Context: an optimization exercise on an open-source flow, tuned for small area. The choices shown serve that exercise and are no tape-out recipe. Function not checked in this run: the RTL went through the layout flow alone. Power figures rest on the tool's default switching activity, not on a simulated workload.

[flow/constraint.sdc]
create_clock -name core_clock -period 4.7 [get_ports {clk}]
set_input_delay 0.9400 -clock core_clock [delete_from_list [all_inputs] [get_ports {clk}]]
set_output_delay 0.9400 -clock core_clock [all_outputs]
set_load 0.01 [all_outputs]
[flow/run.sh]
#!/bin/bash
# synth_recipe.tcl (not shown) runs the flow's synth.tcl, then flattens the netlist and writes it again
# the make line also repeats each setting of config.mk as NAME=value (left out here)
make -C /OpenROAD-flow-scripts/flow DESIGN_CONFIG=/design/flow/config.mk WORK_HOME=/design/flow/orfs CLKGATE_MAP_FILE= SYNTH_SCRIPT=/design/flow/synth_recipe.tcl finish
[flow/design.v]
package rv_regfile_pkg;
  localparam int DEF_DATA_W = 32;
  localparam int DEF_DEPTH  = 32;
  localparam int REG_ZERO   = 0;
  function automatic int calc_aw(input int depth);
    if (depth < 2) calc_aw = 1;
    else calc_aw = $clog2(depth);
  endfunction
endpackage
module regfile_sb_pend
#(
  parameter int DEPTH = rv_regfile_pkg::DEF_DEPTH,
  parameter int AW    = rv_regfile_pkg::calc_aw(DEPTH)
) (
  input  logic             clk,
  input  logic             reset,
  input  logic [DEPTH-1:1] set,
  input  logic [DEPTH-1:1] clr,
  output logic [DEPTH-1:1] pend,
  output logic [AW:0]      pend_cnt
);
  localparam int CW = AW + 1;
  logic             inc, dec;
  logic [DEPTH-1:1] pend_nxt;
  logic [CW-1:0]    cnt_nxt;
  always_comb begin
    inc = 1'b0;
    dec = 1'b0;
    for (int r = 1; r < DEPTH; r++) begin
      pend_nxt[r] = set[r] || (pend[r] && !clr[r]);
      inc = inc || (set[r] && !pend[r]);
      dec = dec || (clr[r] && pend[r] && !set[r]);
    end
    cnt_nxt = pend_cnt + CW'(inc) - CW'(dec);
  end
  always_ff @(posedge clk) begin
    if (reset) begin
      pend     <= '0;
      pend_cnt <= '0;
    end else begin
      pend     <= pend_nxt;
      pend_cnt <= cnt_nxt;
    end
  end
endmodule
module regfile_sb
#(
  parameter  int DATA_W = rv_regfile_pkg::DEF_DATA_W,
  parameter  int DEPTH  = rv_regfile_pkg::DEF_DEPTH,
  parameter  int NUM_RD = 2,
  localparam int AW     = rv_regfile_pkg::calc_aw(DEPTH)
) (
  input  logic                     clk,
  input  logic                     reset,
  input  logic                     we,
  input  logic [AW-1:0]            wr_addr,
  input  logic [DATA_W-1:0]        wr_data,
  input  logic [NUM_RD*AW-1:0]     rd_addr,
  output logic [NUM_RD*DATA_W-1:0] rd_data,
  output logic [NUM_RD-1:0]        rd_busy,
  input  logic                     iss_valid,
  input  logic [AW-1:0]            iss_addr,
  output logic [AW:0]              pend_cnt,
  output logic                     all_clear
);
  logic [DEPTH-1:1][DATA_W-1:0] mem;
  logic [DEPTH-1:1]             pend;
  logic [DEPTH-1:1]             set, clr, wen;
  logic [AW:0]                  cnt_q;
  logic [DATA_W-1:0]            wd;
  always_comb begin
    for (int r = 1; r < DEPTH; r++) begin
      set[r] = iss_valid && (iss_addr == AW'(r));
      clr[r] = we && (wr_addr == AW'(r));
      wen[r] = reset || clr[r];
    end
  end
  regfile_sb_pend #(.DEPTH(DEPTH), .AW(AW)) u_pend (
    .clk      (clk),
    .reset    (reset),
    .set      (set),
    .clr      (clr),
    .pend     (pend),
    .pend_cnt (cnt_q)
  );
  assign wd = reset ? '0 : wr_data;
  for (genvar r = 1; r < DEPTH; r++) begin : g_reg
    always_ff @(posedge clk) begin
      if (wen[r])
        mem[r] <= wd;
    end
  end
  assign pend_cnt  = reset ? '0 : cnt_q;
  assign all_clear = (pend_cnt == '0);
  for (genvar i = 0; i < NUM_RD; i++) begin : g_rd
    logic [AW-1:0]    a;
    logic [DEPTH-1:1] sel;
    assign a = rd_addr[i*AW +: AW];
    always_comb begin
      for (int r = 1; r < DEPTH; r++)
        sel[r] = !reset && (a == AW'(r));
    end
    for (genvar k = 0; k <= DATA_W; k++) begin : g_bit
      logic [DEPTH-1:1] col;
      logic             y;
      for (genvar r = 1; r < DEPTH; r++) begin : g_col
        if (k < DATA_W) begin : g_d
          assign col[r] = mem[r][k];
        end else begin : g_b
          assign col[r] = pend[r];
        end
      end
      regfile_sb_ao31 u_ao (.d(col), .s(sel), .y(y));
      if (k < DATA_W) begin : g_od
        assign rd_data[i*DATA_W + k] = y;
      end else begin : g_ob
        assign rd_busy[i] = y;
      end
    end
  end
endmodule
module regfile_sb_ao31 (
  input  logic [30:0] d,
  input  logic [30:0] s,
  output logic        y
);
  logic [10:0] n;
  logic [2:0]  o;
  for (genvar g = 0; g < 10; g++) begin : g_aoi
    regfile_sb_aoi222 u (
      .a1(d[3*g]),   .a2(s[3*g]),
      .b1(d[3*g+1]), .b2(s[3*g+1]),
      .c1(d[3*g+2]), .c2(s[3*g+2]),
      .y (n[g])
    );
  end
  regfile_sb_nand2 u_n30 (.a(d[30]), .b(s[30]), .y(n[10]));
  regfile_sb_nand4 u_o0 (.a(n[0]), .b(n[1]), .c(n[2]),  .d(n[3]), .y(o[0]));
  regfile_sb_nand4 u_o1 (.a(n[4]), .b(n[5]), .c(n[6]),  .d(n[7]), .y(o[1]));
  regfile_sb_nand3 u_o2 (.a(n[8]), .b(n[9]), .c(n[10]), .y(o[2]));
  regfile_sb_or3   u_y  (.a(o[0]), .b(o[1]), .c(o[2]),  .y(y));
endmodule
module regfile_sb_aoi222 (
  input  logic a1, a2, b1, b2, c1, c2,
  output logic y
);
  assign y = !((a1 && a2) || (b1 && b2) || (c1 && c2));
endmodule
module regfile_sb_nand2 (
  input  logic a, b,
  output logic y
);
  assign y = !(a && b);
endmodule
module regfile_sb_nand3 (
  input  logic a, b, c,
  output logic y
);
  assign y = !(a && b && c);
endmodule
module regfile_sb_nand4 (
  input  logic a, b, c, d,
  output logic y
);
  assign y = !(a && b && c && d);
endmodule
module regfile_sb_or3 (
  input  logic a, b, c,
  output logic y
);
  assign y = a || b || c;
endmodule
[flow/config.mk]
export PLATFORM = sky130hd
export DESIGN_NAME = regfile_sb
export DESIGN_NICKNAME = regfile_sb
export VERILOG_FILES = /design/flow/design.v
export SDC_FILE = /design/flow/constraint.sdc
export NUM_CORES = 4
export LEC_CHECK = 0
export CAP_MARGIN = 20
export CORE_MARGIN = 2
export CORE_UTILIZATION = 40
export SLEW_MARGIN = 20
export SYNTH_HIERARCHICAL = 1
export SYNTH_MINIMUM_KEEP_SIZE = 0
==> impl_metrics.env <==
export IMPL_synth_top_family_by_area="compound AO/OA/AOI/OAI gates"
export IMPL_h_tree_depth=3
export IMPL_arrival_ps=3810
export IMPL_violations="negative setup slack"
export IMPL_worst_path_max_delay_cell="a222oi_1"
export IMPL_clock_sinks=1029
export IMPL_io_pin_count=129
export IMPL_synth_edff_count=992
export IMPL_path_common_cell="buf_6"
export IMPL_dp_hpwl_um=104000
export IMPL_relSlewSlack_pct=25.5
export IMPL_max_stage_delay_ps=540
export IMPL_grt_pass1_vias=32821
export IMPL_pre_cts_ws_ps=-437
export IMPL_clock_skew_ps=20.5
export IMPL_synth_ff_type="edfxtp_1"
export IMPL_p_total_w=0.0213
export IMPL_path_clk_slew_ps=60
export IMPL_first_iter_violations=9334
export IMPL_drive_above_1_share_pct=25.6
export IMPL_yosys_area_top_type_share_pct=70.8
export IMPL_synth_cell_area_sq_um=42100
export IMPL_core_area_sq_um=104000
export IMPL_yosysSeqAreaShare_pct=72.6
export IMPL_slew_violations=0
export IMPL_die_w_um=328
export IMPL_utilization_pct=52.3
export IMPL_finalSetupViolations=3
export IMPL_overflow=0
export IMPL_setup_ws_ps=-47.5
export IMPL_clk_path_buf_depth=3
export IMPL_insertion_delay_ps=680
export IMPL_fmax_mhz=211
export IMPL_wirelength_um=173000
export IMPL_drv_cap=0
export IMPL_crit_reg2reg_launch="u_pend.pend[20]"
export IMPL_startpoint="rd_addr[2]"
export IMPL_cp_max_fo=15
export IMPL_yosysWarningCount=8
export IMPL_ant_nets=0
export IMPL_critPathKind="in2out"
export IMPL_area_growth_pct=29.2
export IMPL_via_count=33811
export IMPL_hold_viol_final=0
export IMPL_synthTopCellsByCount="edfxtp_1, a222oi_1, nand4_1"
export IMPL_cts_made_buffers=103
export IMPL_p_per_area_nw_per_um2=391
export IMPL_grt_start_max_net_pins=47
export IMPL_viasPerCell=7.28
export IMPL_grt_total_usage_pct=31.3
export IMPL_tightest_slew_ps=1120
export IMPL_ys_ff_latch=1029
export IMPL_min_path_type="reg2reg"
export IMPL_root_buffer="clkbuf_16"
export IMPL_firstDrtPassIters=11
export IMPL_netlist_top_cell_by_area="edfxtp_1"
export IMPL_end_kind="primary output"
export IMPL_yosys_area_share_simple_pct=8.00
export IMPL_start_util_pct=40.5
export IMPL_avgSynthCellArea_sq_um=16.4
export IMPL_drc=0
export IMPL_std_cell_rows=118
export IMPL_synth_cell_type_count=41
export IMPL_final_nets=3245
export IMPL_synth_top_cells_by_area="edfxtp_1, a222oi_1, nand4_1, dfxtp_1, buf_4"
export IMPL_antenna_found_initial=3
export IMPL_post_route_min_period_ps=4750
export IMPL_wire_per_inst_um=37.2
export IMPL_cp_cell_sequence="clkdlybuf4s50_1 -> buf_6 -> or4b_1 -> buf_6 -> nor2_4 -> buf_12 -> buf_4 -> a222oi_1 -> nand4_1 -> or3_4 -> clkdlybuf4s15_1"
export IMPL_status="finished with violations"
export IMPL_portBuffers=128
export IMPL_yosysMostFrequentCell="edfxtp_1"
export IMPL_synthAdderAreaFrac_pct=0.226
export IMPL_gp_congestion=1.02
export IMPL_synthMuxAreaShare_pct=0
export IMPL_grt_pass1_wl_um=241000
export IMPL_fill_cells=8387
export IMPL_netlist_instances=2565
export IMPL_ctsHoldBuffers=0
export IMPL_synth_compound_area_share_pct=17.2
export IMPL_ir_drop_mv=0.355
export IMPL_syn_nets=2628
export IMPL_start_kind="input port"
export IMPL_synth_xor_area_share_pct=0.0833
export IMPL_die_area_sq_um=108000
export IMPL_hold_path_startpoint="u_pend.pend[18]"
export IMPL_fin_crit_sh_pct=101
export IMPL_p_leak_nw=18.4
export IMPL_required_ps=3760
export IMPL_cts_tree="built"
export IMPL_synthArstFlopShare_pct=0
export IMPL_die_y_um=328
## cells by family (layout without fill, tap and decap cells)
kind of cell,count (synthesis),in the layout
and+or+nand+nor,623,648
xor gates and xnor gates,4,4
buffers and inverters,141,813
other,0,2
AOI/OAI and AO/OA,761,761
adders and majority gates,7,7
DFF,1029,1029
## sequential cells by signal, indices dropped and copies added, names as in the netlist
name             cells
mem                992
u_pend.pend         31
u_pend.pend_cnt      6
## worst max-delay path, delay by kind of cell
family | cells | cell delay, ps
AO/OA/AOI/OAI | 1 | 540
AND/OR/NAND/NOR | 4 | 950
buffers and inverters | 6 | 1340
## modules after synthesis, one instance, submodules excluded, excerpt
module / flip-flops and latches / copies in the design
regfile_sb: 992 / 1
regfile_sb_aoi222: 0 / 660
regfile_sb_nand2: 0 / 66
regfile_sb_nand3: 0 / 66
regfile_sb_nand4: 0 / 132
regfile_sb_or3: 0 / 66
## cell type report
| cell class | instances | area, sq um | share of cell area, % |
|---|---|---|---|
| clock inverters | 57 | 606 | 1.11 |
| inverters | 38 | 143 | 0.263 |
| clock buffers | 128 | 2670 | 4.92 |
| repair buffers | 590 | 6290 | 11.6 |
| diodes | 2 | 5.00 | 0.00921 |
| well taps | 1380 | 1730 | 3.18 |
| multi-input cells | 1420 | 12400 | 22.7 |
| flip-flops and latches | 1029 | 30500 | 56.2 |
## stage by stage
step                      cell area [sq um]  cells  hold slack (ps)  setup TNS [ps]
after global placement                49800   4382              511          -20210
after CTS                             54100   4630              532            -582
after detailed placement              49900   4383              523          -21220
after floorplan                       42100   2565              486               0
after global routing                  54300   4643              569           -13.4
final                                 54300   4644              534           -88.9
## layout by cell type, fill, tap and decap left out, types with 3 or more instances in the layout
master / count
edfxtp_1: 992
a222oi_1: 660
buf_4: 323
nand4_1: 134
buf_12: 122
clkbuf_16: 103
nand2_1: 102
nor2_4: 85
nand3_1: 68
nor2_1: 67
or3_4: 58
clkdlybuf4s50_1: 54
dlygate4sd2_1: 44
inv_1: 37
dfxtp_1: 37
nand2b_1: 36
a21oi_1: 34
o21bai_4: 31
o22ai_1: 28
nor2b_4: 26
clkbuf_1: 25
clkinv_1: 21
buf_6: 16
clkinv_2: 13
nand4bb_1: 11
clkdlybuf4s15_1: 10
clkbuf_2: 10
bufinv_16: 9
nor2b_1: 8
nand4b_1: 8
or3_1: 8
dlymetal6s2s_1: 8
nor2b_2: 6
nor4_1: 6
ha_1: 6
inv_6: 5
clkinvlp_4: 5
or4b_1: 4
or4b_4: 3
clkinv_16: 3
## what timing repair did
item,in CTS,in global routing
setup endpoints to repair,66,49
setup buffers,36,12
gates resized for setup,167,47
pin swaps,213,87
gates cloned,26,0
## where the power goes
group	switching [W]	internal, W
Combinational	0.00118	0.000639
Clock	0.00355	0.00454
Sequential	0.000415	0.0109
Total	0.00515	0.0161
## routing by layer
layer | global-route usage [%] | vias up | wire length (um) | share of wire, %
met2 | 46.6 | 3246 | 74900 | 43
met5 | 0 | - | 0 | 0
li1 | - | 13260 | - | -
met3 | 8.85 | 557 | 26900 | 16
met4 | 17.1 | 0 | 11200 | 6.5
met1 | 41.4 | 16748 | 59900 | 35
## final timing paths
check / to / slack (ps) / cells past startpoint
min reg2reg: u_pend.pend[18] / 530 / 2
max reg2reg: u_pend.pend_cnt[4] / 1210 / 13
min: u_pend.pend[18] / 530 / 2
max: rd_data[20] / -50 / 11

[port drivers added, routing unchanged]
The results above use ideal ports. As a check the final layout listed here was re-extracted and re-timed, cells and wires unchanged.
Step 1, drivers: a clkbuf_16 drives clk and a buf_2 each remaining input, both assumed.
Step 2, shift: input delay + t, output delay - t, t = (earliest + latest rising clock arrival at the registers) / 2. This alone moves slack from input paths to output paths.
Slacks: ideal / step 1 / step 2; pairs: ideal / step 1.
t, ns: 0.754
setup WS [ns]: -0.047 / -0.073 / -0.456
worst register clock-pin slew, ns: 0.07 / 0.07
cell pins on the clock port's net: 1
For this run, drivers alone change the setup slack by -0.026 ns; drivers and shift together by -0.409 ns.
